This design comes from an exercise in tuning for small area, a short achievable clock period and few clock cycles on the open sky130 flow, not from production work.
At most, simulation tests tie the RTL to the original design; equivalence was not proved.
Function not checked in runs 3 and 4: the RTL went through the layout flow alone.
No activity file was given, so power comes from the tool's default toggle rates.

$ cat flow/design.v
`default_nettype none
package tsp_pkg;
	localparam logic [7:0] char_cr = 8'h0d;
	localparam logic [7:0] char_lf = 8'h0a;
	localparam logic [7:0] char_zero = 8'h30;
	localparam logic [7:0] char_nine = 8'h39;
	localparam logic [7:0] char_d = 8'h44;
	localparam logic [7:0] char_n = 8'h4e;
	localparam logic [7:0] char_e = 8'h45;
	localparam logic [7:0] char_o = 8'h4f;
	typedef enum logic [1:0] {
		ps_prolog      = 2'd0,
		ps_coordinates = 2'd1,
		ps_busy        = 2'd2
	} parse_state_t;
	localparam int coord_bits_default = 16;
	localparam int node_addr_bits_default = 4;
endpackage
`default_nettype wire
`timescale 1ns/10ps
`default_nettype none
module tsp_top #(
	parameter int coord_bits = tsp_pkg::coord_bits_default,
	parameter int node_addr_bits = tsp_pkg::node_addr_bits_default
) (
	input  wire                                clk,
	input  wire                                rst,
	input  wire  [7:0]                         specdata,
	input  wire                                has_specdata,
	output logic                               ready_to_read,
	output logic [coord_bits+node_addr_bits:0] tour_length,
	output logic                               tour_valid
);
	localparam int len_bits = coord_bits + node_addr_bits + 1;
	localparam int lo_bits = 11;
	localparam int hi_bits = len_bits - lo_bits;
	localparam logic [2:0] st_hdr_start = 3'd0;  
	localparam logic [2:0] st_hdr_n     = 3'd1;  
	localparam logic [2:0] st_hdr_skip  = 3'd2;  
	localparam logic [2:0] st_hdr_no    = 3'd3;  
	localparam logic [2:0] st_coord     = 3'd4;  
	localparam logic [2:0] st_eof       = 3'd5;  
	logic take;
	logic b_v;          
	logic b_digit;
	logic b_cr;
	logic b_n;
	logic b_o;
	logic b_e;
	logic [3:0] b_d;
	assign take = has_specdata & ready_to_read;
	always_ff @(posedge clk) begin
		if (rst) begin
			ready_to_read <= 1'b0;
			b_v <= 1'b0;
		end else begin
			ready_to_read <= 1'b1;
			b_v <= take && specdata != tsp_pkg::char_lf;
		end
	end
	always_ff @(posedge clk) begin
		b_digit <= (specdata >= tsp_pkg::char_zero) && (specdata <= tsp_pkg::char_nine);
		b_cr <= specdata == tsp_pkg::char_cr;
		b_n <= specdata == tsp_pkg::char_n;
		b_o <= specdata == tsp_pkg::char_o;
		b_e <= specdata == tsp_pkg::char_e;
		b_d <= specdata[3:0];
	end
	logic [2:0] state;
	logic in_num;
	logic [1:0] field_cnt;
	logic first;
	logic close_x;
	logic close_y;
	logic [coord_bits-1:0] acc_s;
	logic [coord_bits-1:0] acc_c;
	logic [coord_bits-1:0] r;
	logic [coord_bits-1:0] fa;
	logic [coord_bits-1:0] fb;
	logic digit;
	logic field_close;
	logic data_leg;
	logic leg;
	logic eof_cr;
	logic in_num_next;
	logic [coord_bits-1:0] row1_a, row1_b, row1_c, row1_s, row1_k;
	logic [coord_bits-1:0] row2_c, row2_s, row2_k;
	assign row1_a = {acc_s[coord_bits-2:0], 1'b0};
	assign row1_b = {acc_c[coord_bits-2:0], 1'b0};
	assign row1_c = {acc_s[coord_bits-4:0], b_d[2:0]};
	assign row1_s = row1_a ^ row1_b ^ row1_c;
	assign row1_k = {(row1_a[coord_bits-2:0] & row1_b[coord_bits-2:0]) |
		(row1_a[coord_bits-2:0] & row1_c[coord_bits-2:0]) |
		(row1_b[coord_bits-2:0] & row1_c[coord_bits-2:0]), 1'b0};
	assign row2_c = {acc_c[coord_bits-4:1], b_d[3], 3'b000};
	assign row2_s = row1_s ^ row1_k ^ row2_c;
	assign row2_k = {(row1_s[coord_bits-2:0] & row1_k[coord_bits-2:0]) |
		(row1_s[coord_bits-2:0] & row2_c[coord_bits-2:0]) |
		(row1_k[coord_bits-2:0] & row2_c[coord_bits-2:0]), 1'b0};
	assign digit = b_v && b_digit && state == st_coord;
	assign field_close = b_v && !b_digit && in_num;
	assign data_leg = state == st_coord && field_close && field_cnt != 2'd0;
	assign leg = data_leg || close_x || close_y;
	assign eof_cr = state == st_eof && b_v && b_cr;
	assign in_num_next = b_v ? digit : in_num;
	always_ff @(posedge clk) begin
		if (rst) begin
			state <= st_hdr_start;
			in_num <= 1'b0;
			field_cnt <= '0;
			first <= 1'b1;
			close_x <= 1'b0;
			close_y <= 1'b0;
		end else begin
			in_num <= in_num_next;
			close_x <= eof_cr;
			close_y <= close_x;
			if (close_y)
				first <= 1'b1;
			else if (data_leg && field_cnt == 2'd2)
				first <= 1'b0;
			if (b_v) begin
				if (field_close)
					field_cnt <= field_cnt + 2'd1;
				if (b_cr)
					field_cnt <= '0;
				case (state)
					st_hdr_start:
						if (b_cr)
							state <= st_hdr_start;
						else if (b_n)
							state <= st_hdr_n;
						else
							state <= st_hdr_skip;
					st_hdr_n:
						if (b_cr)
							state <= st_hdr_start;
						else if (b_o)
							state <= st_hdr_no;
						else
							state <= st_hdr_skip;
					st_hdr_skip:
						if (b_cr)
							state <= st_hdr_start;
					st_hdr_no:
						if (b_cr)
							state <= st_coord;
					st_coord:
						if (b_e)
							state <= st_eof;
					default:
						if (b_cr)
							state <= st_hdr_start;
				endcase
			end
		end
	end
	always_ff @(posedge clk) begin
		if (digit) begin
			acc_s <= row2_s;
			acc_c <= row2_k;
		end else if (!in_num_next) begin
			acc_s <= (eof_cr || close_x) ? fa : '0;
			acc_c <= '0;
		end
		r <= acc_s + acc_c;
	end
	logic leg2;
	logic first2;
	logic [coord_bits-1:0] pa;
	logic [coord_bits-1:0] pb;
	logic [coord_bits:0] diff;
	always_ff @(posedge clk) begin
		if (rst)
			leg2 <= 1'b0;
		else
			leg2 <= leg;
	end
	always_ff @(posedge clk) begin
		first2 <= first && data_leg;
		if (leg2) begin
			pa <= pb;
			pb <= r;
		end
		if (first2)
			fb <= r;
		if (first2 || eof_cr)
			fa <= fb;
	end
	assign diff = {1'b0, r} - {1'b0, pa};
	logic [coord_bits-1:0] mag;
	logic neg;
	logic leg3;
	logic zero3;
	logic carry;
	logic [lo_bits-1:0] total_lo;
	logic [hi_bits-1:0] total_hi;
	logic [lo_bits:0] sum_lo;
	logic [3:0] done_q;
	always_ff @(posedge clk) begin
		if (rst) begin
			leg3 <= 1'b0;
			done_q <= '0;
			tour_valid <= 1'b0;
		end else begin
			leg3 <= leg2;
			done_q <= {done_q[2:0], close_y};
			tour_valid <= done_q[2];
		end
	end
	always_ff @(posedge clk) begin
		mag <= diff[coord_bits-1:0] ^ {coord_bits{diff[coord_bits]}};
		neg <= diff[coord_bits];
		zero3 <= first2;
	end
	logic [lo_bits+1:0] sum_lo_x;
	logic [hi_bits:0] sum_hi_x;
	assign sum_lo_x = {1'b0, total_lo, 1'b1} + {1'b0, mag[lo_bits-1:0], neg};
	assign sum_lo = sum_lo_x[lo_bits+1:1];
	assign sum_hi_x = {total_hi, 1'b1} + {(leg3 ? hi_bits'(mag[coord_bits-1:lo_bits]) : '0), carry};
	always_ff @(posedge clk) begin
		if (leg3 && zero3) begin
			total_lo <= '0;
			total_hi <= '0;
			carry <= 1'b0;
		end else begin
			if (leg3)
				total_lo <= sum_lo[lo_bits-1:0];
			carry <= leg3 && sum_lo[lo_bits];
			total_hi <= sum_hi_x[hi_bits:1];
		end
	end
	assign tour_length = {total_hi, total_lo};
endmodule
`default_nettype wire
$ cat flow/standard.sh
#!/bin/bash
# synth_recipe.tcl (not shown) runs the flow's synth.tcl, then flattens the netlist and writes it again
# the make line also repeats each setting of config.mk as NAME=value (left out here)
make -C /OpenROAD-flow-scripts/flow DESIGN_CONFIG=/design/flow/config.mk WORK_HOME=/design/flow/orfs CLKGATE_MAP_FILE= SYNTH_SCRIPT=/design/flow/synth_recipe.tcl "${@:-finish}"
$ cat flow/config.mk
export PLATFORM = sky130hd
export DESIGN_NAME = tsp_top
export DESIGN_NICKNAME = tsp_top
export VERILOG_FILES = /design/flow/design.v
export SDC_FILE = /design/flow/constraint.sdc
export NUM_CORES = 4
export LEC_CHECK = 0
export ABC_AREA = 1
export CAP_MARGIN = 20
export CORE_MARGIN = 2
export CORE_UTILIZATION = 50
export SETUP_SLACK_MARGIN = 3.0
export SLEW_MARGIN = 20
$ cat flow/flow/run.sh
#!/bin/bash
# Layout flow: the standard ORFS flow (standard.sh) with two changes:
#  - synthesis maps adders with ABC like the rest of the logic instead of
#    extracting them into the library's full/half-adder cells, which are slow
#    (ADDER_MAP_FILE empty; registers and their names are unchanged);
#  - the port buffers inserted during global placement are
#    sky130_fd_sc_hd__buf_2 instead of the delay-cell buffers buffer_ports
#    picks by default.
set -euo pipefail
export ADDER_MAP_FILE=
export BUFFER_PORTS_ARGS="-buffer_cell sky130_fd_sc_hd__buf_2"
export CTS_ARGS="-sink_clustering_enable -repair_clock_nets -root_buf sky130_fd_sc_hd__clkbuf_16 -buf_list {sky130_fd_sc_hd__clkbuf_16}"
bash standard.sh > standard_flow.log 2>&1
$ cat flow/constraint.sdc
create_clock -name core_clock -period 5.0 [get_ports {clk}]
set_input_delay 1.0000 -clock core_clock [delete_from_list [all_inputs] [get_ports {clk}]]
set_output_delay 1.0000 -clock core_clock [all_outputs]
set_load 0.01 [all_outputs]
==> out/qor.csv, run 1 <==
metric,value,unit
clock_path_buffers,2,
gp_congestion,0.8558,
numPlacedInstances,1393,
clkLatencyLatePin,0.43,ns
dieHeight,137.5,um
ys_warn_count,1,
finalNonFillerCells,1426,
crit_path_max_fanout,4,
fin_crit,1.954,ns
fin_nets,1199,
hold_viol,0,
p_per_area,339.7,nW/um^2
path_clk_slew,0.07,ns
core_area,17360,um^2
finalPower,3.361,mW
post-place-ws,2.850,ns
portBuffers,33,
yosysSeqAreaShare,49.96,%
vias_per_cell,4.890,
hold_start,done_q[0],
io_pins,34,
maxSlewViolCount,0,
crit_buf_inv,1,
gr-total-overflow,0,
grt_use_total,20.93,%
drtAntennaViolNets,0,
relSlewSlack,38.41,%
setup_viol,0,
cts_made_buffers,17,
grt_first_pass_wirelength,30.64,mm
crit_required,4.00,ns
num_antenna_cells,0,
rsz0062_at_grt,false,
timing.final.ws_setup,3.046,ns
hold_ws,0.4054,ns
crit_path_start,total_lo[0],
status,no timing/DRC/antenna violations,
drive_gt1_share,10.24,%
fillers,1602,
finalInstanceArea,9893,um^2
vias,6973,
drv_cap,0,
dr.pass1.iters,7,
synth_common_cells,"nand2_1, inv_1, nor2_1",
ys_ff_latch,176,
h-tree-depth,4,
r2r-start,acc_c[7],
synthesis.nets,1154,
grt_antenna_before_repair,0,
synth_flop_cell,edfxtp_1,
wirelength,18.52,mm
grt_max_degree,30,
max_stage_delay,0.38,ns
area_delta_synth_final,10.96,%
syn_area,8916,um^2
cts_tree,yes,
fmax,0.5116,GHz
synth_edf_count,93,
syn_inst,1143,
drt_iter0_markers,419,
worst_pin_slew,0.9225,ns
placed_cell_area,9303,um^2
finClkSkew,0.008279,ns
root_buffer,clkbuf_16,
async_flop_share,0,%
yosysMostFrequentCell,nand2_1,
synth_top_area_share,31.32,%
crit_family,flip-flops,
ctsHoldBuffers,0,
clock-sinks,176,
final_util,57.00,%
power.leakage,4.650,nW
fin_setup_tns,0,ns
ir_drop,0.0002420,V
worst_ep_arrival_time,0.95,ns
avgSynthCellArea,7.801,um^2
grt_pass1_vias,6404,
hold_path_class,reg2reg,
drc,0,
dp_hpwl,13.89,mm
routedWlPerCell,12.99,um
rows,48,
min_period_over_period,39.09,%
start_util,51.37,%
yosysTopAreaCell,edfxtp_1,
dieWidth,137.5,um
crit_type,reg2out,
ys_types,43,
cp-start-kind,flop,
yosys-top-cells-area,"edfxtp_1, dfxtp_1, nand2_1, inv_1, nor2_1",
path_cells,buf_2,
slowest_stage,dfxtp_1,
die-area,18920,um^2
crit_path_end_kind,output pin,
[routing by layer]
metal	vias up	track usage [%]	share of wire [%]
met5	-	0	0
met3	20	3.495	2.3
li1	3736	-	-
met1	3138	29.00	50
met4	0	5.842	1.2
met2	79	34.00	46
[logic make-up after synthesis]
logic type      count (synthesis)  synth area share (%)
compound gates                137                 8.715
xor+xnor                       44                 4.322
buf+inv                       181                 8.041
flops                         176                 49.96
simple gates                  605                 28.96
[state kept, by name, summed over array words and instances (netlist names), 2 cells and up]
register   cells
state          3
pa            16
mag           16
acc_c         13
acc_s         16
done_q         3
pb            16
r             16
fb            16
fa            16
field_cnt      2
total_hi      10
total_lo      11
b_d            4
[power by group]
group / switching (mW) / total (mW) / internal (mW)
Clock: 0.589 / 1.28 / 0.695
Sequential: 0.0576 / 1.64 / 1.58
Combinational: 0.287 / 0.439 / 0.151
Total: 0.934 / 3.36 / 2.43
[cell usage in the layout, fill, tap and decap left out, drive strengths merged, types with 11 or more instances in the layout]
cell type	Yosys	routed
inv	170	177
nand2	360	360
o21ai	44	44
clkbuf	3	17
xor2	38	38
o21bai	11	11
a21oi	55	55
buf	7	36
nor2	150	150
nand3	68	68
dfxtp	83	83
edfxtp	93	93
[area by class of cell]
class / instances / area [um^2] / area share, %
repair buffers: 36 / 187.7 / 1.897
flip-flops and latches: 176 / 4464 / 45.12
clock buffers: 17 / 425.4 / 4.300
clock inverters: 15 / 137.6 / 1.391
well taps: 225 / 281.5 / 2.846
multi-input cells: 786 / 3755 / 37.95
inverters: 171 / 641.9 / 6.488
[final timing paths]
path / depth (start not counted) / slack, ns / to
hold / removal: 2 / 0.41 / done_q[1]
setup reg to reg: 8 / 3.18 / r[13]
setup / recovery: 1 / 3.05 / tour_length[0]
hold reg to reg: 2 / 0.41 / done_q[1]
[repair_timing]
item / in CTS / in global routing
setup endpoints to repair: 16 / 24
resized for setup: 1 / 9
pin swaps: 1 / 0
setup buffers: 1 / 0
Testbench counts, summed over its fixed seeds: cycles 19,607.
==> run 2: changes to the inputs <==
--- a/flow/flow/run.sh
+++ b/flow/flow/run.sh
@@ -9,5 +9,5 @@
 set -euo pipefail
 export ADDER_MAP_FILE=
 export BUFFER_PORTS_ARGS="-buffer_cell sky130_fd_sc_hd__buf_2"
-export CTS_ARGS="-sink_clustering_enable -repair_clock_nets -root_buf sky130_fd_sc_hd__clkbuf_16 -buf_list {sky130_fd_sc_hd__clkbuf_16}"
+export CTS_ARGS="-sink_clustering_enable -repair_clock_nets -root_buf sky130_fd_sc_hd__clkbuf_16 -buf_list {sky130_fd_sc_hd__clkbuf_8}"
 bash standard.sh > standard_flow.log 2>&1
==> out/qor.csv, run 2 <==
metric,value,unit
dieHeight,137.5,um
crit_path_max_fanout,4,
power.switching,886.3,uW
worstRegToRegCells,8,
num_antenna_cells,0,
crit_family,flip-flops,
h-tree-depth,4,
routedWlPerCell,12.89,um
ir_drop,0.0001985,V
slowest_stage,dfxtp_1,
hold_path_class,reg2reg,
root_buffer,clkbuf_16,
synth_edf_count,93,
die-area,18920,um^2
fin_nets,1199,
worst_ep_arrival_time,0.94,ns
worst-path-stages,1,
path_clk_slew,0.10,ns
crit_type,reg2out,
async_flop_share,0,%
sequentialPowerShare,53.8,%
rows,48,
gp_congestion,0.8558,
hold_start,done_q[0],
synth-xor-area-share,4.322,%
core_area,17360,um^2
final_common_cell,nand2_1,
p_int,2.154,mW
yosys-top-cells-area,"edfxtp_1, dfxtp_1, nand2_1, inv_1, nor2_1",
fin_setup_tns,0,ns
yosysTopAreaCell,edfxtp_1,
final_cell_mix,"nand2_1, inv_1, nor2_1",
wirelength,18.39,mm
synth_compound_area_share,8.715,%
synth_fa_ha_area_share,0,%
clock-sinks,176,
syn_area,8916,um^2
cts_tree,yes,
io_pins,34,
hold_ws,0.4038,ns
cp-start-kind,flop,
avgSynthCellArea,7.801,um^2
drc,0,
dieWidth,137.5,um
fmax,0.5160,GHz
cts_made_buffers,17,
vias,6933,
final_util,55.91,%
grt_antenna_before_repair,0,
worst_pin_slew,0.9081,ns
clock_path_buffers,2,
portBuffers,33,
drive_gt1_share,9.659,%
status,no timing/DRC/antenna violations,
synth_top_family_by_area,simple AND/OR/NAND/NOR gates,
post-place-ws,2.850,ns
grt_first_pass_wirelength,30.51,mm
sw_frac_of_total,29.15,%
grt_use_total,20.80,%
max_stage_delay,0.40,ns
dr.pass1.iters,5,
clkLatencyLatePin,0.39,ns
timing.final.ws_setup,3.062,ns
path_cells,buf_2,
holdPathStages,2,
finalInstanceArea,9704,um^2
synthesis.nets,1154,
power.leakage,4.565,nW
p_per_area,313.3,nW/um^2
placed_cell_area,9303,um^2
drtAntennaViolNets,0,
gr-total-overflow,0,
p_clk_share,31.8,%
setup_viol,0,
crit_path_start,total_lo[5],
combinationalPowerShare,14.4,%
fin_crit,1.938,ns
ys_warn_count,1,
dp_hpwl,13.89,mm
synth_top_area_share,31.32,%
vias_per_cell,4.862,
crit_path_end_kind,output pin,
synth_flop_cell,edfxtp_1,
synth_mux_area_share,0,%
ys_ff_latch,176,
rsz0062_at_grt,false,
drt_iter0_markers,337,
yosysMostFrequentCell,nand2_1,
area_delta_synth_final,8.841,%
min_period_over_period,38.76,%
r2r-start,acc_c[7],
ys_types,43,
drv_cap,0,
yosys.area_share.simple,28.96,%
yosysSeqAreaShare,49.96,%
finClkSkew,0.01488,ns
synth_common_cells,"nand2_1, inv_1, nor2_1",
relSlewSlack,39.38,%
crit_required,4.00,ns
hold_viol,0,
crit_buf_inv,1,
start_util,51.37,%
syn_inst,1143,
grt_max_degree,30,
grt_pass1_vias,6372,
fillers,1617,
multi_input_area,3755,um^2
maxSlewViolCount,0,
seq_area,4456,um^2
==> run 2: cell counts after synthesis <==
Identical to the previous run, type by type.
==> run 2: power by group through the flow <==
| stage | clock network [mW] | logic (mW) | registers (mW) |
|---|---|---|---|
| 4_1_cts | 0.998 | 0.437 | 1.64 |
| 3_5_place_dp | 0 | 0.434 | 1.67 |
| 5_1_grt | 1.06 | 0.503 | 1.65 |
| 2_1_floorplan | 0 | 0.333 | 1.66 |
| 6_report | 0.966 | 0.438 | 1.64 |
| 3_3_place_gp | 0 | 0.431 | 1.67 |
==> run 2: worst paths after layout <==
check / endpoint / slack (ns)
setup / recovery: tour_length[5] / 3.06
hold / removal: done_q[1] / 0.40
setup reg to reg: r[13] / 3.18
hold reg to reg: done_q[1] / 0.40
==> run 2: layout make-up <==
type                            instances  area share, %
Timing Repair Buffer                   36          1.934
Inverter                              171          6.614
Tap cell                              225          2.901
Clock inverter                         15          1.418
Clock buffer                           17          2.527
Multi-Input combinational cell        786          38.69
Sequential cell                       176          45.91
==> run 2: cell families (layout without fill, tap and decap cells) <==
group / Yosys count / in the layout
buffers and inverters: 181 / 239
xor gates and xnor gates: 44 / 44
AOI/OAI and AO/OA: 137 / 137
DFF: 176 / 176
and+or+nand+nor: 605 / 605
==> run 2: routing by layer <==
layer	track usage, %	wire length, um
met3	3.642	412
met2	34.08	8518
met1	28.83	9288
met5	0	0
met4	4.926	167
==> run 2: worst min-delay path, stage by stage (launching register included) <==
cell,delay (ns)
dfxtp_1,0.31
inv_1,0.04
nor2_1,0.03
==> run 2: per-stage QoR <==
| stage | total power, mW | instances |
|---|---|---|
| after floorplan | 1.991 | 1143 |
| after global placement | 2.101 | 1393 |
| after detailed placement | 2.103 | 1393 |
| after CTS | 3.071 | 1426 |
| after global routing | 3.207 | 1426 |
| final | 3.040 | 1426 |
==> run 2: what timing repair did <==
action	4_1_cts	5_1_grt
setup buffers	1	0
hold buffers	0	0
gates cloned	0	0
gates resized for setup	0	3
setup endpoints to repair	15	18
pin swaps	1	0
==> run 3: changes to the inputs <==
--- a/flow/design.v
+++ b/flow/design.v
@@ -70,6 +70,7 @@
 	logic in_num;
 	logic [1:0] field_cnt;
 	logic first;
+	logic [2:0] seq;
 	logic close_x;
 	logic close_y;
 	logic [coord_bits-1:0] acc_s;
@@ -100,6 +101,8 @@
 	assign digit = b_v && b_digit && state == st_coord;
 	assign field_close = b_v && !b_digit && in_num;
 	assign data_leg = state == st_coord && field_close && field_cnt != 2'd0;
+	assign close_x = seq == 3'd1;
+	assign close_y = seq == 3'd2;
 	assign leg = data_leg || close_x || close_y;
 	assign eof_cr = state == st_eof && b_v && b_cr;
 	assign in_num_next = b_v ? digit : in_num;
@@ -109,12 +112,15 @@
 			in_num <= 1'b0;
 			field_cnt <= '0;
 			first <= 1'b1;
-			close_x <= 1'b0;
-			close_y <= 1'b0;
+			seq <= '0;
 		end else begin
 			in_num <= in_num_next;
-			close_x <= eof_cr;
-			close_y <= close_x;
+			if (eof_cr)
+				seq <= 3'd1;
+			else if (seq == 3'd5)
+				seq <= '0;
+			else if (seq != '0)
+				seq <= seq + 3'd1;
 			if (close_y)
 				first <= 1'b1;
 			else if (data_leg && field_cnt == 2'd2)
@@ -191,27 +197,22 @@
 	logic [coord_bits-1:0] mag;
 	logic neg;
 	logic leg3;
-	logic zero3;
 	logic carry;
 	logic [lo_bits-1:0] total_lo;
 	logic [hi_bits-1:0] total_hi;
 	logic [lo_bits:0] sum_lo;
-	logic [3:0] done_q;
 	always_ff @(posedge clk) begin
 		if (rst) begin
 			leg3 <= 1'b0;
-			done_q <= '0;
 			tour_valid <= 1'b0;
 		end else begin
-			leg3 <= leg2;
-			done_q <= {done_q[2:0], close_y};
-			tour_valid <= done_q[2];
+			leg3 <= leg2 && !first2;
+			tour_valid <= seq == 3'd5;
 		end
 	end
 	always_ff @(posedge clk) begin
 		mag <= diff[coord_bits-1:0] ^ {coord_bits{diff[coord_bits]}};
 		neg <= diff[coord_bits];
-		zero3 <= first2;
 	end
 	logic [lo_bits+1:0] sum_lo_x;
 	logic [hi_bits:0] sum_hi_x;
@@ -219,7 +220,7 @@
 	assign sum_lo = sum_lo_x[lo_bits+1:1];
 	assign sum_hi_x = {total_hi, 1'b1} + {(leg3 ? hi_bits'(mag[coord_bits-1:lo_bits]) : '0), carry};
 	always_ff @(posedge clk) begin
-		if (leg3 && zero3) begin
+		if (rst || tour_valid) begin
 			total_lo <= '0;
 			total_hi <= '0;
 			carry <= 1'b0;
--- a/flow/flow/run.sh
+++ b/flow/flow/run.sh
@@ -5,7 +5,9 @@
 #    (ADDER_MAP_FILE empty; registers and their names are unchanged);
 #  - the port buffers inserted during global placement are
 #    sky130_fd_sc_hd__buf_2 instead of the delay-cell buffers buffer_ports
-#    picks by default.
+#    picks by default;
+#  - clock tree synthesis uses a clkbuf_16 root buffer and clkbuf_8 for the
+#    rest of the tree (the same arguments as the standard flow otherwise).
 set -euo pipefail
 export ADDER_MAP_FILE=
 export BUFFER_PORTS_ARGS="-buffer_cell sky130_fd_sc_hd__buf_2"
--- a/flow/config.mk
+++ b/flow/config.mk
@@ -9,5 +9,5 @@
 export CAP_MARGIN = 20
 export CORE_MARGIN = 2
 export CORE_UTILIZATION = 50
-export SETUP_SLACK_MARGIN = 3.0
+export SETUP_SLACK_MARGIN = 2.8
 export SLEW_MARGIN = 20
==> out/qor.csv, run 3 <==
metric,value,unit
status,no timing/DRC/antenna violations,
root_buffer,clkbuf_16,
crit_required,4.00,ns
final_common_cell,nand2_1,
hold_ws,0.4157,ns
r2r-end,acc_s[12],
fin_nets,1232,
p_per_area,295.1,nW/um^2
hold_start,pb[2],
rows,49,
power.leakage,4.641,nW
ys_warn_count,1,
vias,7165,
fillers,1719,
start_util,50.60,%
synth_common_cells,"nand2_1, inv_1, nor2_1",
io_pins,34,
cts_made_buffers,17,
maxSlewViolCount,0,
gp_congestion,0.8877,
ir_drop,0.0001793,V
dp_hpwl,14.64,mm
core_area,17780,um^2
grt_pass1_vias,6766,
async_flop_share,0,%
crit_path_max_fanout,5,
dr.pass1.iters,5,
yosysTopAreaCell,edfxtp_1,
fin_setup_tns,0,ns
cts_tree,yes,
worst_pin_slew,0.9286,ns
slowest_stage,dfxtp_1,
clkLatencyLatePin,0.39,ns
drc,0,
syn_inst,1177,
fmax,0.5075,GHz
area_delta_synth_final,8.651,%
r2r_slack,3.09,ns
drv_cap,0,
syn_area,8996,um^2
ys_types,43,
worstRegToRegCells,9,
min_to,pa[2],
r2r-start,acc_c[11],
path_clk_slew,0.10,ns
worst_ep_arrival_time,0.97,ns
portBuffers,33,
grt_use_total,20.48,%
dieHeight,138.1,um
h-tree-depth,4,
drt_iter0_markers,410,
setup_viol,0,
holdPathStages,0,
routedWlPerCell,13.13,um
crit_buf_inv,1,
fin_crit,1.970,ns
path_cells,buf_2,
yosysMostFrequentCell,nand2_1,
clock_path_buffers,2,
vias_per_cell,4.897,
synth_top_area_share,31.04,%
drtAntennaViolNets,0,
synthesis.nets,1188,
num_antenna_cells,0,
clock-sinks,173,
final_cell_mix,"nand2_1, inv_1, nor2_1",
die-area,19080,um^2
relSlewSlack,38.01,%
ctsHoldBuffers,0,
rsz0062_at_grt,false,
drive_gt1_share,9.724,%
crit_family,flip-flops,
wirelength,19.21,mm
yosys-top-cells-area,"edfxtp_1, dfxtp_1, nand2_1, inv_1, nor2_1",
max_stage_delay,0.42,ns
grt_antenna_before_repair,0,
crit_type,reg2out,
synth_flop_cell,edfxtp_1,
hold_path_class,reg2reg,
yosysSeqAreaShare,48.85,%
ys_ff_latch,173,
cp-start-kind,flop,
gr-total-overflow,0,
finClkSkew,0.01079,ns
grt_first_pass_wirelength,31.44,mm
synth_edf_count,93,
avgSynthCellArea,7.643,um^2
hold_viol,0,
min_period_over_period,39.41,%
grt_max_degree,34,
crit_path_end_kind,output pin,
dieWidth,138.1,um
[run 3: worst max-delay path by stage]
stage / startpoint / endpoint / cells after the start
after global placement: state[0] / acc_s[6] / 8
after floorplan: rst / total_lo[4] / 5
after detailed placement: state[0] / acc_s[10] / 8
after global routing: acc_c[11] / acc_s[12] / 9
final: total_lo[8] / tour_length[8] / 1
after CTS: total_lo[8] / tour_length[8] / 1
[run 3: cell type report]
class / count / area (um^2) / area share, %
Inverter: 189 / 711.9 / 7.284
Tap cell: 229 / 286.5 / 2.931
Multi-Input combinational cell: 803 / 3809 / 38.97
Sequential cell: 173 / 4395 / 44.97
Clock inverter: 15 / 131.4 / 1.344
Timing Repair Buffer: 37 / 195.2 / 1.997
Clock buffer: 17 / 245.2 / 2.509
[run 3: where the power goes]
| part | switching [mW] | internal [mW] |
|---|---|---|
| clock | 0.562 | 0.385 |
| sequential | 0.0526 | 1.54 |
| combinational | 0.228 | 0.113 |
[run 3: metrics by stage]
step | area (um^2) | total power, mW | instances | util, % | setup WS [ns]
detailed placement | 9387 | 1.971 | 1430 | 52.79 | 2.571
CTS | 9772 | 2.919 | 1463 | 54.96 | 3.002
finish | 9774 | 2.885 | 1463 | 54.98 | 3.030
floorplan | 8996 | 1.885 | 1177 | - | 3.022
global placement | 9387 | 1.968 | 1430 | 52.79 | 2.671
global route | 9774 | 3.027 | 1463 | 54.98 | 2.937
[run 3: what timing repair did]
item,CTS,global route
setup buffers,1,0
pin swaps,1,0
gates cloned,0,0
endpoints found under the hold margin,0,0
resized for setup,1,1
endpoints found under the setup margin,21,2
[run 3: logic make-up after synthesis]
kind of cell	share of synthesized area [%]
XOR/XNOR	4.089
AO/OA/AOI/OAI	9.346
buffers and inverters	8.845
AND/OR/NAND/NOR	28.87
flip-flops	48.85
[run 3: worst reg2reg max path, stage by stage, from the launching register on]
cell	delay, ns
edfxtp_1	0.49
nand2_1	0.21
inv_1	0.06
nor2_1	0.25
nor2_1	0.09
nor2_1	0.12
nand2_1	0.07
nand2_1	0.09
xor2_1	0.21
o21ai_1	0.08
[run 3: per-layer routing]
metal	vias up	share of wire [%]	track usage, %
li1	3843	-	-
met1	3188	47	25.68
met2	102	48	35.25
met3	32	3.1	3.568
met4	0	2.5	8.271
met5	-	0	0
==> run 4: changes to the inputs <==
--- a/flow/config.mk
+++ b/flow/config.mk
@@ -9,5 +9,5 @@
 export CAP_MARGIN = 20
 export CORE_MARGIN = 2
 export CORE_UTILIZATION = 50
-export SETUP_SLACK_MARGIN = 2.8
+export SETUP_SLACK_MARGIN = 3.0
 export SLEW_MARGIN = 20
==> out/qor.csv, run 4 <==
metric,value,unit
status,no timing/DRC/antenna violations,
crit_path_max_fanout,5,
r2r_slack,3.17,ns
finClkSkew,0.01491,ns
ys_warn_count,1,
synth_edf_count,93,
cp-start-kind,flop,
min_to,pa[2],
hold_path_class,reg2reg,
syn_inst,1177,
num_antenna_cells,0,
crit_family,flip-flops,
relSlewSlack,38.72,%
synth_flop_cell,edfxtp_1,
vias,7203,
grt_antenna_before_repair,0,
cts_tree,yes,
synth_top_area_share,31.04,%
slowest_stage,dfxtp_1,
grt_first_pass_wirelength,31.44,mm
drv_cap,0,
yosysMostFrequentCell,nand2_1,
crit_path_end_kind,output pin,
ir_drop,0.0001795,V
yosysTopAreaCell,edfxtp_1,
worstRegToRegCells,9,
dr.pass1.iters,5,
yosysSeqAreaShare,48.85,%
power.leakage,4.644,nW
fmax,0.5124,GHz
numPlacedInstances,1430,
async_flop_share,0,%
r2r-start,acc_c[11],
drtAntennaViolNets,0,
drc,0,
ys_types,43,
holdPathStages,0,
fin_crit,1.952,ns
area_delta_synth_final,8.901,%
hold_start,pb[2],
cts_made_buffers,17,
setup_viol,0,
crit_type,reg2out,
post-place-ws,2.571,ns
p_per_area,295.0,nW/um^2
min_period_over_period,39.03,%
synth_common_cells,"nand2_1, inv_1, nor2_1",
io_pins,34,
dieWidth,138.1,um
timing.final.ws_setup,3.048,ns
routedWlPerCell,13.16,um
fin_nets,1232,
crit_buf_inv,1,
multi_input_area,3825,um^2
ys_ff_latch,173,
start_util,50.60,%
clock-sinks,173,
clkLatencyLatePin,0.39,ns
final_cell_mix,"nand2_1, inv_1, nor2_1",
r2r-end,acc_s[12],
rsz0062_at_grt,false,
max_stage_delay,0.41,ns
grt_use_total,20.48,%
path_cells,buf_2,
root_buffer,clkbuf_16,
gr-total-overflow,0,
synthesis.nets,1188,
seq_area,4402,um^2
avgSynthCellArea,7.643,um^2
path_clk_slew,0.10,ns
maxSlewViolCount,0,
dieHeight,138.1,um
vias_per_cell,4.923,
portBuffers,33,
drive_gt1_share,10.21,%
dp_hpwl,14.64,mm
grt_pass1_vias,6766,
fillers,1715,
syn_area,8996,um^2
worst_ep_arrival_time,0.95,ns
drt_iter0_markers,411,
gp_congestion,0.8877,
h-tree-depth,4,
clock_path_buffers,2,
yosys-top-cells-area,"edfxtp_1, dfxtp_1, nand2_1, inv_1, nor2_1",
wirelength,19.25,mm
finalNonFillerCells,1463,
crit_required,4.00,ns
grt_max_degree,34,
worst_pin_slew,0.9180,ns
hold_viol,0,
final_common_cell,nand2_1,
rows,49,
fin_setup_tns,0,ns
core_area,17780,um^2
die-area,19080,um^2
-- run 4: cell counts after synthesis --
Identical to the previous run, type by type.
-- run 4: worst max path at each step --
stage	start	end	slack, ns	depth (start not counted)
detailed placement	state[0]	acc_s[10]	2.57	8
floorplan	rst	total_lo[4]	3.02	5
CTS	total_lo[8]	tour_length[8]	3.00	1
global route	total_lo[9]	tour_length[9]	3.00	1
finish	total_lo[3]	tour_length[3]	3.05	1
global placement	state[0]	acc_s[6]	2.67	8
-- run 4: cell families (layout without fill, tap and decap cells) --
group	count (synthesis)	after routing	share of synthesized area, %
AND/OR/NAND/NOR	611	611	28.87
buffers and inverters	201	258	8.845
flip-flops	173	173	48.85
AO/OA/AOI/OAI	150	150	9.346
XOR/XNOR	42	42	4.089
-- run 4: power breakdown --
group          switching, mW  total, mW  internal [mW]
combinational          0.229      0.343          0.114
clock                  0.566      0.951          0.385
sequential            0.0526       1.60           1.54
-- run 4: repair_timing --
| item | in CTS | in global routing |
|---|---|---|
| endpoints found under the setup margin | 28 | 35 |
| hold buffers | 0 | 0 |
| resized for setup | 1 | 9 |
| pin swaps | 1 | 0 |
| hold endpoints to repair | 0 | 0 |
| buffers inserted | 1 | 0 |
| cloned | 0 | 0 |
-- run 4: cell type report --
class | instances | share of cell area [%]
flip-flops and latches | 173 | 44.93
clock inverters | 15 | 1.341
clock buffers | 17 | 2.503
inverters | 189 | 7.267
multi-input cells | 803 | 39.04
well taps | 229 | 2.925
repair buffers | 37 | 1.992
-- run 4: metal layers --
layer | global-route usage (%) | wire [um]
met1 | 25.68 | 8953
met3 | 3.568 | 559
met5 | 0 | 0
met4 | 8.271 | 484
met2 | 35.25 | 9253
-- run 4: through the flow --
| stage | hold WS [ns] | utilization [%] | total power [mW] | area, um^2 |
|---|---|---|---|---|
| after floorplan | 0.4003 | - | 1.885 | 8996 |
| after global placement | 0.4005 | 52.79 | 1.968 | 9387 |
| after detailed placement | 0.4045 | 52.79 | 1.971 | 9387 |
| after CTS | 0.4126 | 54.96 | 2.919 | 9772 |
| after global routing | 0.4313 | 55.10 | 3.029 | 9797 |
| final | 0.4176 | 55.10 | 2.890 | 9797 |
==> run 5: changes to the inputs <==
--- a/flow/design.v
+++ b/flow/design.v
@@ -101,8 +101,8 @@
 	assign digit = b_v && b_digit && state == st_coord;
 	assign field_close = b_v && !b_digit && in_num;
 	assign data_leg = state == st_coord && field_close && field_cnt != 2'd0;
-	assign close_x = seq == 3'd1;
-	assign close_y = seq == 3'd2;
+	assign close_x = seq == 3'd2;
+	assign close_y = seq == 3'd3;
 	assign leg = data_leg || close_x || close_y;
 	assign eof_cr = state == st_eof && b_v && b_cr;
 	assign in_num_next = b_v ? digit : in_num;
@@ -117,7 +117,7 @@
 			in_num <= in_num_next;
 			if (eof_cr)
 				seq <= 3'd1;
-			else if (seq == 3'd5)
+			else if (seq == 3'd6)
 				seq <= '0;
 			else if (seq != '0)
 				seq <= seq + 3'd1;
@@ -166,7 +166,7 @@
 			acc_s <= row2_s;
 			acc_c <= row2_k;
 		end else if (!in_num_next) begin
-			acc_s <= (eof_cr || close_x) ? fa : '0;
+			acc_s <= (seq == 3'd1 || close_x) ? fa : '0;
 			acc_c <= '0;
 		end
 		r <= acc_s + acc_c;
@@ -190,13 +190,14 @@
 		end
 		if (first2)
 			fb <= r;
-		if (first2 || eof_cr)
+		if (first2 || seq == 3'd1)
 			fa <= fb;
 	end
 	assign diff = {1'b0, r} - {1'b0, pa};
 	logic [coord_bits-1:0] mag;
 	logic neg;
 	logic leg3;
+	logic zero3;
 	logic carry;
 	logic [lo_bits-1:0] total_lo;
 	logic [hi_bits-1:0] total_hi;
@@ -206,13 +207,14 @@
 			leg3 <= 1'b0;
 			tour_valid <= 1'b0;
 		end else begin
-			leg3 <= leg2 && !first2;
-			tour_valid <= seq == 3'd5;
+			leg3 <= leg2;
+			tour_valid <= seq == 3'd6;
 		end
 	end
 	always_ff @(posedge clk) begin
 		mag <= diff[coord_bits-1:0] ^ {coord_bits{diff[coord_bits]}};
 		neg <= diff[coord_bits];
+		zero3 <= first2;
 	end
 	logic [lo_bits+1:0] sum_lo_x;
 	logic [hi_bits:0] sum_hi_x;
@@ -220,7 +222,7 @@
 	assign sum_lo = sum_lo_x[lo_bits+1:1];
 	assign sum_hi_x = {total_hi, 1'b1} + {(leg3 ? hi_bits'(mag[coord_bits-1:lo_bits]) : '0), carry};
 	always_ff @(posedge clk) begin
-		if (rst || tour_valid) begin
+		if (leg3 && zero3) begin
 			total_lo <= '0;
 			total_hi <= '0;
 			carry <= 1'b0;
--- a/flow/flow/run.sh
+++ b/flow/flow/run.sh
@@ -1,5 +1,5 @@
 #!/bin/bash
-# Layout flow: the standard ORFS flow (standard.sh) with two changes:
+# Layout flow: the standard ORFS flow (standard.sh) with these changes:
 #  - synthesis maps adders with ABC like the rest of the logic instead of
 #    extracting them into the library's full/half-adder cells, which are slow
 #    (ADDER_MAP_FILE empty; registers and their names are unchanged);
==> out/qor.csv, run 5 <==
metric,value,unit
root_buffer,clkbuf_16,
drive_gt1_share,12.68,%
power.leakage,4.552,nW
dp_hpwl,13.35,mm
core_area,17300,um^2
grt_use_total,20.64,%
r2r-start,leg3,
start_util,51.22,%
cp-start-kind,flop,
slowest_stage,dfxtp_1,
crit_type,reg2out,
max_stage_delay,0.39,ns
crit_path_end_kind,output pin,
status,no timing/DRC/antenna violations,
min_period_over_period,38.58,%
vias_per_cell,4.938,
gp_congestion,0.8577,
gr-total-overflow,0,
fin_crit,1.929,ns
grt_first_pass_wirelength,30.32,mm
drtAntennaViolNets,0,
die-area,18800,um^2
synth_common_cells,"nand2_1, inv_1, nor2_1",
synth_flop_cell,edfxtp_1,
hold_start,pb[1],
drc,0,
num_antenna_cells,0,
fin_nets,1149,
holdPathStages,0,
synthesis.nets,1103,
wirelength,17.99,mm
vias,6795,
r2r_slack,3.24,ns
area_delta_synth_final,9.364,%
p_int,2.223,mW
numPlacedInstances,1344,
setup_viol,0,
maxSlewViolCount,0,
crit_path_max_fanout,3,
clock_path_buffers,2,
yosys-top-cells-area,"edfxtp_1, dfxtp_1, nand2_1, inv_1, nor2_1",
path_clk_slew,0.10,ns
ir_drop,0.0002517,V
fmax,0.5184,GHz
crit_family,flip-flops,
syn_area,8858,um^2
rsz0062_at_grt,false,
crit_required,4.00,ns
synth_top_area_share,31.53,%
final_common_cell,nand2_1,
crit_buf_inv,1,
cts_tree,yes,
p_clk_share,31.5,%
p_per_area,329.9,nW/um^2
r2r-end,total_hi[7],
h-tree-depth,4,
yosysTopAreaCell,edfxtp_1,
hold_path_class,reg2reg,
synth_edf_count,93,
grt_max_degree,41,
power.switching,973.2,uW
fillers,1654,
yosysMostFrequentCell,nand2_1,
routedWlPerCell,13.08,um
rows,48,
cts_made_buffers,17,
fin_setup_tns,0,ns
portBuffers,33,
grt_pass1_vias,6391,
async_flop_share,0,%
worst_ep_arrival_time,0.93,ns
grt_antenna_before_repair,0,
clkLatencyLatePin,0.38,ns
ctsHoldBuffers,0,
io_pins,34,
worst_pin_slew,0.8531,ns
yosysSeqAreaShare,49.83,%
relSlewSlack,43.05,%
hold_viol,0,
dieHeight,137.1,um
path_cells,buf_2,
ys_warn_count,1,
final_util,56.01,%
dieWidth,137.1,um
cts_post_setup_buffers_inserted,0,
sw_frac_of_total,30.45,%
final_cell_mix,"nand2_1, inv_1, nor2_1",
syn_inst,1092,
ys_ff_latch,174,
ys_types,45,
cts_resized,0,
combinationalPowerShare,16.9,%
worstRegToRegCells,8,
finClkSkew,0.01098,ns
drv_cap,0,
finalNonFillerCells,1376,
drt_iter0_markers,369,
clock-sinks,174,
avgSynthCellArea,8.112,um^2
dr.pass1.iters,5,
min_to,pa[1],
sequentialPowerShare,51.6,%
==> run 5: cell types whose count changed after synthesis, sizes merged, moves of 8 or more <==
cell	delta
nor2	-36
inv	-25
nand2	-16
a21oi	-12
xnor3	+9
o21bai	-8
==> run 5: final cells by class <==
| cell class | instances | area (um^2) | area share [%] |
|---|---|---|---|
| clock buffer | 18 | 259.0 | 2.673 |
| clock inverter | 14 | 146.4 | 1.511 |
| inverter | 163 | 619.3 | 6.393 |
| multi-input combinational | 746 | 3779 | 39.00 |
| sequential | 174 | 4415 | 45.58 |
| tap | 225 | 281.5 | 2.906 |
| timing repair buffer | 36 | 187.7 | 1.937 |
==> run 5: worst max path at each step <==
stage | from | end | slack, ns | cells past startpoint
CTS | total_lo[3] | tour_length[3] | 3.02 | 1
global route | total_lo[9] | tour_length[9] | 3.01 | 1
global placement | state[0] | acc_s[11] | 3.06 | 8
detailed placement | state[0] | acc_s[6] | 3.07 | 8
floorplan | rst | field_cnt[1] | 3.34 | 4
finish | total_hi[4] | tour_length[15] | 3.07 | 1
==> run 5: power by group through the flow <==
stage | clock network (mW) | registers [mW] | logic, mW
CTS | 1.04 | 1.65 | 0.539
global placement | 0 | 1.68 | 0.533
finish | 1.01 | 1.65 | 0.539
global route | 1.09 | 1.66 | 0.621
detailed placement | 0 | 1.68 | 0.533
floorplan | 0 | 1.67 | 0.405
==> run 5: stage by stage <==
step | setup WS (ns) | hold WS, ns | instance area, um^2 | total power, mW
after floorplan | 3.335 | 0.4003 | 8859 | 2.080
after global placement | 3.061 | 0.4008 | 9269 | 2.214
after detailed placement | 3.070 | 0.4055 | 9269 | 2.215
after CTS | 3.022 | 0.4250 | 9674 | 3.227
after global routing | 3.007 | 0.4361 | 9688 | 3.375
final | 3.071 | 0.4234 | 9688 | 3.196
==> run 5: layer usage <==
| layer | vias up | GRT usage (%) | part of all wire [%] |
|---|---|---|---|
| li1 | 3607 | - | - |
| met5 | - | 0 | 0 |
| met2 | 88 | 33.31 | 46 |
| met3 | 15 | 4.000 | 2.5 |
| met4 | 0 | 5.040 | 0.76 |
| met1 | 3085 | 28.68 | 51 |
==> run 5: logic make-up after synthesis <==
kind of cell,synth area share [%]
XOR/XNOR,6.441
buffers and inverters,7.599
flip-flops,49.83
AO/OA/AOI/OAI,8.616
AND/OR/NAND/NOR,27.51
Testbench counts of run 5, summed over its fixed seeds: cycles 19,615.
==> run 6: changes to the inputs <==
--- a/flow/design.v
+++ b/flow/design.v
@@ -73,8 +73,9 @@
 	logic [2:0] seq;
 	logic close_x;
 	logic close_y;
-	logic [coord_bits-1:0] acc_s;
-	logic [coord_bits-1:0] acc_c;
+	logic [7:0] acc_lo;
+	logic [7:0] acc_hi;
+	logic [3:0] acc_k;
 	logic [coord_bits-1:0] r;
 	logic [coord_bits-1:0] fa;
 	logic [coord_bits-1:0] fb;
@@ -84,20 +85,12 @@
 	logic leg;
 	logic eof_cr;
 	logic in_num_next;
-	logic [coord_bits-1:0] row1_a, row1_b, row1_c, row1_s, row1_k;
-	logic [coord_bits-1:0] row2_c, row2_s, row2_k;
-	assign row1_a = {acc_s[coord_bits-2:0], 1'b0};
-	assign row1_b = {acc_c[coord_bits-2:0], 1'b0};
-	assign row1_c = {acc_s[coord_bits-4:0], b_d[2:0]};
-	assign row1_s = row1_a ^ row1_b ^ row1_c;
-	assign row1_k = {(row1_a[coord_bits-2:0] & row1_b[coord_bits-2:0]) |
-		(row1_a[coord_bits-2:0] & row1_c[coord_bits-2:0]) |
-		(row1_b[coord_bits-2:0] & row1_c[coord_bits-2:0]), 1'b0};
-	assign row2_c = {acc_c[coord_bits-4:1], b_d[3], 3'b000};
-	assign row2_s = row1_s ^ row1_k ^ row2_c;
-	assign row2_k = {(row1_s[coord_bits-2:0] & row1_k[coord_bits-2:0]) |
-		(row1_s[coord_bits-2:0] & row2_c[coord_bits-2:0]) |
-		(row1_k[coord_bits-2:0] & row2_c[coord_bits-2:0]), 1'b0};
+	logic [11:0] lo_next;
+	logic [7:0] hk;
+	logic [7:0] hi_next;
+	assign lo_next = {acc_lo, 3'b000} + {3'b000, acc_lo, 1'b0} + 12'(b_d);
+	assign hk = acc_hi + 8'(acc_k);
+	assign hi_next = {hk[4:0], 3'b000} + {hk[6:0], 1'b0};
 	assign digit = b_v && b_digit && state == st_coord;
 	assign field_close = b_v && !b_digit && in_num;
 	assign data_leg = state == st_coord && field_close && field_cnt != 2'd0;
@@ -163,13 +156,14 @@
 	end
 	always_ff @(posedge clk) begin
 		if (digit) begin
-			acc_s <= row2_s;
-			acc_c <= row2_k;
+			acc_lo <= lo_next[7:0];
+			acc_k <= lo_next[11:8];
+			acc_hi <= hi_next;
 		end else if (!in_num_next) begin
-			acc_s <= (seq == 3'd1 || close_x) ? fa : '0;
-			acc_c <= '0;
-		end
-		r <= acc_s + acc_c;
+			{acc_hi, acc_lo} <= (seq == 3'd1 || close_x) ? fa : '0;
+			acc_k <= '0;
+		end
+		r <= {hk, acc_lo};
 	end
 	logic leg2;
 	logic first2;
--- a/flow/config.mk
+++ b/flow/config.mk
@@ -9,5 +9,5 @@
 export CAP_MARGIN = 20
 export CORE_MARGIN = 2
 export CORE_UTILIZATION = 50
-export SETUP_SLACK_MARGIN = 3.0
+export SETUP_SLACK_MARGIN = 2.8
 export SLEW_MARGIN = 20
==> out/qor.csv, run 6 <==
metric,value,unit
status,no timing/DRC/antenna violations,
drv_cap,0,
final_util,55.95,%
dp_hpwl,11.01,mm
fin_setup_tns,0,ns
syn_inst,943,
h-tree-depth,4,
synth_edf_count,84,
numPlacedInstances,1188,
final_common_cell,nand2_1,
drc,0,
hold_path_class,reg2reg,
avgSynthCellArea,8.433,um^2
crit_path_max_fanout,5,
cts_tree,yes,
final_cell_mix,"nand2_1, inv_1, nor2_1",
start_util,50.61,%
setup_viol,0,
yosys-top-cells-area,"edfxtp_1, dfxtp_1, nand2_1, inv_1, nor2_1",
relSlewSlack,36.26,%
area_delta_synth_final,10.54,%
grt_antenna_before_repair,0,
grt_first_pass_wirelength,24.93,mm
ir_drop,0.0001938,V
gr-total-overflow,0,
fin_nets,1006,
p_per_area,330.3,nW/um^2
portBuffers,33,
gp_congestion,0.9206,
grt_max_degree,34,
ys_ff_latch,165,
crit_path_end_kind,flop,
root_buffer,clkbuf_16,
vias,5902,
grt_use_total,18.87,%
dr.pass1.iters,6,
min_period_over_period,39.17,%
crit_required,5.14,ns
cts_made_buffers,17,
cp-start-kind,flop,
synth_common_cells,"nand2_1, inv_1, nor2_1",
yosysSeqAreaShare,52.11,%
crit_top_cell,nand2_1,
rows,46,
crit_buf_inv,0,
max_stage_delay,0.46,ns
async_flop_share,0,%
synth_top_area_share,31.72,%
crit_type,reg2reg,
clkLatencyLatePin,0.38,ns
clock_path_buffers,2,
power.leakage,4.006,nW
path_clk_slew,0.08,ns
worst_ep_arrival_time,2.10,ns
die-area,16930,um^2
worst_pin_slew,0.9548,ns
synth_flop_cell,edfxtp_1,
drive_gt1_share,14.29,%
yosysMostFrequentCell,nand2_1,
cts_post_setup_buffers_inserted,0,
finalNonFillerCells,1224,
finClkSkew,0.01151,ns
wirelength,14.70,mm
rsz0062_at_grt,false,
ys_warn_count,1,
crit_family,simple AND/OR/NAND/NOR gates,
num_antenna_cells,0,
fin_crit,1.959,ns
ys_types,52,
yosysTopAreaCell,edfxtp_1,
core_area,15710,um^2
dieHeight,130.1,um
cts_resized,0,
maxSlewViolCount,0,
path_cells,nand2_1 > nand2_1 > xnor2_2 > nand2_1 > nand2_1 > nand2_2 > nand2_1 > nand2_1 > o21ai_1 > nand2_1 > nand3_1 > nand2_1,
ctsHoldBuffers,0,
fmax,0.5106,GHz
r2r_slack,3.04,ns
grt_pass1_vias,5467,
drt_iter0_markers,262,
slowest_stage,edfxtp_1,
routedWlPerCell,12.01,um
io_pins,34,
hold_viol,0,
vias_per_cell,4.822,
dieWidth,130.1,um
syn_area,7953,um^2
synthesis.nets,954,
drtAntennaViolNets,0,
clock-sinks,165,
finalPower,2.903,mW
run 6: final timing paths:
| kind | cells after the start | from | end |
|---|---|---|---|
| setup / recovery | 12 | acc_lo[0] | acc_lo[7] |
| hold / removal | 0 | fb[3] | fa[3] |
| setup reg to reg | 12 | acc_lo[0] | acc_lo[7] |
| hold reg to reg | 0 | fb[3] | fa[3] |
run 6: cell families (layout without fill, tap and decap cells):
family                    count (synthesis)  count (layout)  synth area share (%)
buffers and inverters                   149             214                 7.363
xor gates and xnor gates                 39              39                 5.050
AOI/OAI and AO/OA                       135             135                 10.42
DFF                                     165             165                 52.11
and+or+nand+nor                         455             455                 25.06
run 6: power breakdown:
| group | leakage (nW) | total, mW | internal [mW] | switching, mW |
|---|---|---|---|---|
| sequential | 1.49 | 1.53 | 1.48 | 0.0526 |
| combinational | 2.30 | 0.391 | 0.143 | 0.248 |
| clock | 0.218 | 0.981 | 0.503 | 0.477 |
| total | 4.01 | 2.90 | 2.13 | 0.778 |
run 6: layer usage:
metal	track usage [%]	up-vias	wire length, um
li1	-	3176	-
met1	25.19	2638	7337
met2	30.46	63	6611
met3	3.444	25	460
met4	7.843	0	287
met5	0	-	0
run 6: final cells by class:
class                      instances  area, um^2
clock inverter                    15       152.6
tap                              216       270.3
inverter                         144       540.5
sequential                       165        4144
multi-input combinational        629        3223
fill                            1515        6922
clock buffer                      17       245.2
timing repair buffer              38       215.2
run 6: worst reg2reg max path: stages (launching register included):
cell	delay, ns
edfxtp_1	0.46
nand2_1	0.15
nand2_1	0.10
xnor2_2	0.21
nand2_1	0.12
nand2_1	0.10
nand2_2	0.09
nand2_1	0.09
nand2_1	0.09
o21ai_1	0.12
nand2_1	0.06
nand3_1	0.08
nand2_1	0.05
run 6: stage by stage:
stage | cell area, um^2 | setup slack [ns] | hold WS [ns]
floorplan | 7953 | 3.271 | 0.4003
global placement | 8351 | 2.886 | 0.4009
detailed placement | 8351 | 2.847 | 0.4045
CTS | 8748 | 2.843 | 0.4241
global route | 8791 | 2.833 | 0.4248
finish | 8791 | 3.041 | 0.4171
Testbench counts of run 6, summed over its fixed seeds: cycles 19,615.
==> run 7: changes to the inputs <==
--- a/flow/config.mk
+++ b/flow/config.mk
@@ -9,5 +9,5 @@
 export CAP_MARGIN = 20
 export CORE_MARGIN = 2
 export CORE_UTILIZATION = 50
-export SETUP_SLACK_MARGIN = 2.8
+export SETUP_SLACK_MARGIN = 3.0
 export SLEW_MARGIN = 20
==> out/qor.csv, run 7 <==
metric,value,unit
dp_hpwl,11.01,mm
final_cell_mix,"nand2_1, inv_1, nor2_1",
clock-sinks,165,
status,no timing/DRC/antenna violations,
grt_pass1_vias,5471,
drc,0,
ys_warn_count,1,
maxSlewViolCount,0,
die-area,16930,um^2
timing.final.ws_setup,3.078,ns
start_util,50.61,%
clkLatencyLatePin,0.38,ns
path_cells,buf_2,
fin_crit,1.922,ns
num_antenna_cells,0,
clock_path_buffers,2,
fin_nets,1014,
gp_congestion,0.9206,
async_flop_share,0,%
post-place-ws,2.847,ns
crit_required,4.00,ns
crit_path_end_kind,output pin,
drive_gt1_share,18.21,%
yosys-top-cells-area,"edfxtp_1, dfxtp_1, nand2_1, inv_1, nor2_1",
max_stage_delay,0.39,ns
crit_buf_inv,1,
ir_drop,0.0001927,V
grt_use_total,18.93,%
synth_top_area_share,31.72,%
setup_viol,0,
crit_type,reg2out,
dieWidth,130.1,um
ys_types,52,
power.leakage,4.050,nW
cts_tree,yes,
fmax,0.5202,GHz
root_buffer,clkbuf_16,
ctsHoldBuffers,0,
wirelength,14.85,mm
synth_flop_cell,edfxtp_1,
dieHeight,130.1,um
drv_cap,0,
cp-start-kind,flop,
synth_edf_count,84,
relSlewSlack,42.14,%
yosysTopAreaCell,edfxtp_1,
drt_iter0_markers,248,
fin_setup_tns,0,ns
grt_max_degree,34,
slowest_stage,dfxtp_1,
crit_path_max_fanout,4,
path_clk_slew,0.08,ns
io_pins,34,
area_delta_synth_final,12.32,%
gr-total-overflow,0,
vias_per_cell,4.822,
crit_family,flip-flops,
rsz0062_at_grt,true,
h-tree-depth,4,
p_per_area,326.2,nW/um^2
core_area,15710,um^2
avgSynthCellArea,8.433,um^2
synth_common_cells,"nand2_1, inv_1, nor2_1",
hold_viol,0,
syn_area,7953,um^2
hold_path_class,reg2reg,
routedWlPerCell,12.05,um
final_common_cell,nand2_1,
finClkSkew,0.01105,ns
syn_inst,943,
rows,46,
grt_antenna_before_repair,0,
cts_made_buffers,17,
grt_first_pass_wirelength,25.01,mm
portBuffers,33,
yosysSeqAreaShare,52.11,%
dr.pass1.iters,4,
worst_pin_slew,0.8658,ns
fillers,1502,
drtAntennaViolNets,0,
min_period_over_period,38.45,%
synthesis.nets,954,
worst_ep_arrival_time,0.92,ns
vias,5941,
ys_ff_latch,165,
yosysMostFrequentCell,nand2_1,
[run 7: cell count changes in the layout (fill, tap and decap cells not counted), moves of 2 or more]
| cell | before | now |
|---|---|---|
| buf_4 | 4 | 13 |
| nand2_2 | 11 | 25 |
| o21ai_1 | 12 | 10 |
| dfxtp_1 | 81 | 75 |
| o21ai_2 | 1 | 3 |
| a21oi_1 | 47 | 45 |
| nor2_1 | 106 | 100 |
| dfxtp_2 | 0 | 6 |
| nand2_1 | 235 | 221 |
| nor2_2 | 12 | 18 |
| a21oi_2 | 1 | 3 |
[run 7: layout make-up]
| cell class | instances | area (um^2) | share of cell area [%] |
|---|---|---|---|
| sequential | 165 | 4151 | 46.48 |
| clock inverter | 15 | 152.6 | 1.709 |
| timing repair buffer | 46 | 262.8 | 2.942 |
| multi-input combinational | 629 | 3307 | 37.02 |
| inverter | 144 | 543.0 | 6.079 |
| tap | 216 | 270.3 | 3.026 |
| clock buffer | 17 | 245.2 | 2.745 |
[run 7: logic make-up after synthesis]
kind of cell	after synthesis	synth area share, %
simple gates	455	25.06
flops	165	52.11
buf+inv	149	7.363
compound gates	135	10.42
xor+xnor	39	5.050
[run 7: what timing repair did]
action	in CTS	in global routing
pin swaps	1	9
endpoints found under the setup margin	15	25
resized for setup	0	34
setup buffers	1	11
[run 7: final timing paths]
path	startpoint	end	slack [ns]	depth (start not counted)
worst min register to register	fb[3]	fa[3]	0.42	0
worst min-delay path	fb[3]	fa[3]	0.42	0
worst max register to register	acc_lo[0]	acc_k[0]	3.10	10
worst max-delay path	total_lo[6]	tour_length[6]	3.08	1
[run 7: through the flow]
step / hold slack [ns] / area, um^2 / util [%] / total power [mW] / cells
after floorplan: 0.4003 / 7953 / - / 1.857 / 943
after global routing: 0.4248 / 8932 / 56.85 / 3.064 / 1232
final: 0.4179 / 8932 / 56.85 / 2.914 / 1232
after global placement: 0.4009 / 8351 / 53.15 / 1.952 / 1188
after detailed placement: 0.4045 / 8351 / 53.15 / 1.955 / 1188
after CTS: 0.4241 / 8756 / 55.73 / 2.935 / 1221
[run 7: power by group]
part           switching [mW]  total [mW]  internal (mW)
Clock                   0.474       0.977          0.504
Sequential             0.0528        1.53           1.48
Combinational           0.254       0.404          0.150
[run 7: routing by layer]
metal	wire [um]	track usage (%)	vias up
li1	-	-	3192
met1	7354	25.24	2670
met2	6816	30.61	65
met3	478	3.444	14
met4	197	7.843	0
met5	0	0	-
==> run 8: changes to the inputs <==
--- a/flow/config.mk
+++ b/flow/config.mk
@@ -5,7 +5,7 @@
 export SDC_FILE = /design/flow/constraint.sdc
 export NUM_CORES = 4
 export LEC_CHECK = 0
-export ABC_AREA = 1
+export ABC_AREA = 0
 export CAP_MARGIN = 20
 export CORE_MARGIN = 2
 export CORE_UTILIZATION = 50
==> out/qor.csv, run 8 <==
metric,value,unit
rows,45,
drive_gt1_share,35.06,%
power.leakage,3.638,nW
p_clk_share,35.8,%
finalNonFillerCells,1078,
rsz0062_at_grt,true,
ys_warn_count,1,
core_area,15260,um^2
min_to,fa[2],
max_stage_delay,0.42,ns
routedWlPerCell,15.10,um
worst-path-stages,9,
crit_buf_inv,0,
worstRegToRegCells,9,
dieHeight,129.3,um
cp-start-kind,flop,
path_cells,maj3_2 > nand3_2 > o21ai_2 > maj3_2 > maj3_2 > nor2_4 > o32ai_4 > or4_1 > a31oi_1,
grt_use_total,19.46,%
ir_drop,0.0001805,V
fin_setup_tns,0,ns
die-area,16720,um^2
yosysSeqAreaShare,52.79,%
r2r-start,acc_lo[1],
worst_ep_arrival_time,2.83,ns
yosysTopAreaCell,edfxtp_1,
synthesis.nets,749,
crit_top_cell,maj3_2,
relSlewSlack,37.60,%
ys_ff_latch,165,
gp_congestion,0.8410,
wirelength,16.28,mm
combinationalPowerShare,7.6,%
dp_hpwl,10.30,mm
num_antenna_cells,0,
worst_pin_slew,0.9338,ns
gr-total-overflow,0,
drt_iter0_markers,351,
crit_required,5.21,ns
hold_path_class,reg2reg,
hold_ws,0.4266,ns
synth_flop_cell,edfxtp_1,
ys_types,84,
root_buffer,clkbuf_16,
fin_crit,2.623,ns
fmax,0.3812,GHz
syn_area,7850,um^2
io_pins,34,
dr.pass1.iters,5,
path_clk_slew,0.09,ns
area_delta_synth_final,25.55,%
p_per_area,264.2,nW/um^2
vias_per_cell,5.363,
r2r-end,acc_k[2],
clock-sinks,165,
h-tree-depth,4,
holdPathStages,0,
numPlacedInstances,960,
start_util,51.45,%
ctsHoldBuffers,0,
crit_path_start,acc_lo[1],
power.switching,629.6,uW
drtAntennaViolNets,0,
grt_antenna_before_repair,0,
min_period_over_period,52.47,%
portBuffers,33,
slowest_stage,edfxtp_1,
synth_edf_count,84,
grt_pass1_vias,5449,
syn_inst,738,
vias,5781,
yosysMostFrequentCell,edfxtp_1,
final_common_cell,edfxtp_1,
sw_frac_of_total,24.18,%
r2r_slack,2.38,ns
maxSlewViolCount,0,
hold_start,fb[2],
final_cell_mix,"edfxtp_1, nand2_1, buf_4",
sequentialPowerShare,56.7,%
clkLatencyLatePin,0.37,ns
hold_viol,0,
fin_nets,865,
crit_path_max_fanout,5,
cts_made_buffers,17,
cts_tree,yes,
crit_type,reg2reg,
drc,0,
synth_top_area_share,32.13,%
clock_path_buffers,2,
finClkSkew,0.01012,ns
async_flop_share,0,%
crit_path_end_kind,flop,
yosys-top-cells-area,"edfxtp_1, dfxtp_1, xnor2_1, nand2_1, o21ai_0",
synth_common_cells,"edfxtp_1, dfxtp_1, nand2_1",
grt_first_pass_wirelength,25.72,mm
p_int,1.974,mW
status,no timing/DRC/antenna violations,
drv_cap,0,
setup_viol,0,
dieWidth,129.3,um
avgSynthCellArea,10.64,um^2
crit_family,adder cells,
grt_max_degree,34,
[run 8: cell types whose count changed after synthesis, moves of 10 or more]
cell | before | now
nand3_1 | 49 | 20
nand2b_1 | 0 | 11
nor2_2 | 12 | 0
xnor2_1 | 10 | 53
maj3_2 | 0 | 10
inv_2 | 29 | 1
nand2_1 | 235 | 81
clkbuf_1 | 1 | 23
inv_1 | 115 | 33
nand2_2 | 11 | 0
nor2_1 | 106 | 40
a21oi_1 | 47 | 30
[run 8: power groups by stage]
stage	Sequential [mW]	Clock (mW)	Combinational (mW)
global route	1.48	1.02	0.219
floorplan	1.51	0	0.0824
detailed placement	1.50	0	0.133
CTS	1.47	0.957	0.155
finish	1.48	0.931	0.198
global placement	1.50	0	0.129
[run 8: how the worst max path moves through the flow]
stage	endpoint
after floorplan	acc_k[2]
final	acc_k[2]
after CTS	acc_k[2]
after global placement	acc_k[2]
after detailed placement	acc_k[2]
after global routing	acc_k[2]
[run 8: cell families (layout without fill, tap and decap cells)]
group | count (synthesis) | count (layout) | share of synthesized area, %
AO/OA/AOI/OAI | 175 | 175 | 15.38
buffers and inverters | 59 | 188 | 3.108
adder cells (fa/ha/maj) | 22 | 22 | 3.108
XOR/XNOR | 83 | 83 | 10.30
AND/OR/NAND/NOR | 227 | 227 | 14.39
flip-flops | 165 | 165 | 52.79
multiplexers | 7 | 7 | 0.9245
[run 8: final cells by class]
cell class              instances  area (um^2)
flip-flops and latches        165         4184
clock inverters                14        122.6
repair buffers                122        923.4
clock buffers                  18        259.0
fillers                      1192         5403
inverters                      34        127.6
well taps                     211        264.0
multi-input cells             514         3975
[run 8: routing by layer]
layer	vias to the layer above	part of all wire [%]	track usage (%)
li1	2884	-	-
met1	2766	44	24.51
met2	112	51	33.53
met3	19	3.1	4.088
met4	0	1.7	6.458
met5	-	0	0
[run 8: timing repair]
item                                   4_1_cts  5_1_grt
pin swaps                                   40       55
endpoints found under the hold margin        0        0
buffers inserted                            56       29
setup endpoints to repair                   61       64
cloned                                       1        0
gates resized for setup                     54       63
[run 8: stage by stage]
stage	setup WS [ns]	power (mW)	utilization, %	area (um^2)
after floorplan	2.536	1.588	-	8018
after global placement	2.264	1.630	54.68	8343
after detailed placement	2.146	1.636	54.68	8343
after CTS	2.434	2.586	61.57	9394
after global routing	2.321	2.720	64.59	9856
final	2.377	2.604	64.59	9856
[run 8: worst reg2reg max path, delay by kind of cell, from the launching register on]
kind,cells,cell delay [ns]
flops,1,0.42
fa+ha+maj,3,1.05
simple gates,3,0.65
compound gates,3,0.36

==> separate check: timing with driven ports <==
In the flow no input, the clock included, has a driving cell. The finished layouts below were timed again as built, in two steps.
Step 1: set_driving_cell puts a clkbuf_16 on clk and a buf_2 on each other input, an assumption about the parent block.
Step 2 also shifts input and output timing later by t, the mid clock arrival at the registers, as if the neighbouring blocks saw the same clock.
a / b / c = ideal / step 1 / step 2; a / b = the first two.
| run | t, ns | setup WS [ns] | hold WS [ns] |
|---|---|---|---|
| run 1 | 0.468 | 3.046 / 3.003 / 3.184 | 0.405 / 0.405 / 0.405 |
| run 2 | 0.419 | 3.062 / 3.021 / 3.180 | 0.404 / 0.404 / 0.404 |
| run 3 | 0.427 | 3.030 / 2.987 / 2.940 | 0.416 / 0.416 / 0.416 |
| run 4 | 0.429 | 3.048 / 3.006 / 2.937 | 0.418 / 0.418 / 0.418 |
| run 5 | 0.422 | 3.071 / 3.028 / 3.184 | 0.423 / 0.423 / 0.423 |
| run 6 | 0.419 | 3.041 / 3.010 / 3.041 | 0.417 / 0.417 / 0.417 |
| run 7 | 0.415 | 3.078 / 3.037 / 3.097 | 0.418 / 0.418 / 0.418 |
| run 8 | 0.407 | 2.377 / 2.377 / 2.377 | 0.427 / 0.427 / 0.427 |
After both steps setup and hold are still met in every run listed. The setup slack of run 4, which loses most, moves by -0.042 ns with the drivers and by -0.111 ns with both steps.
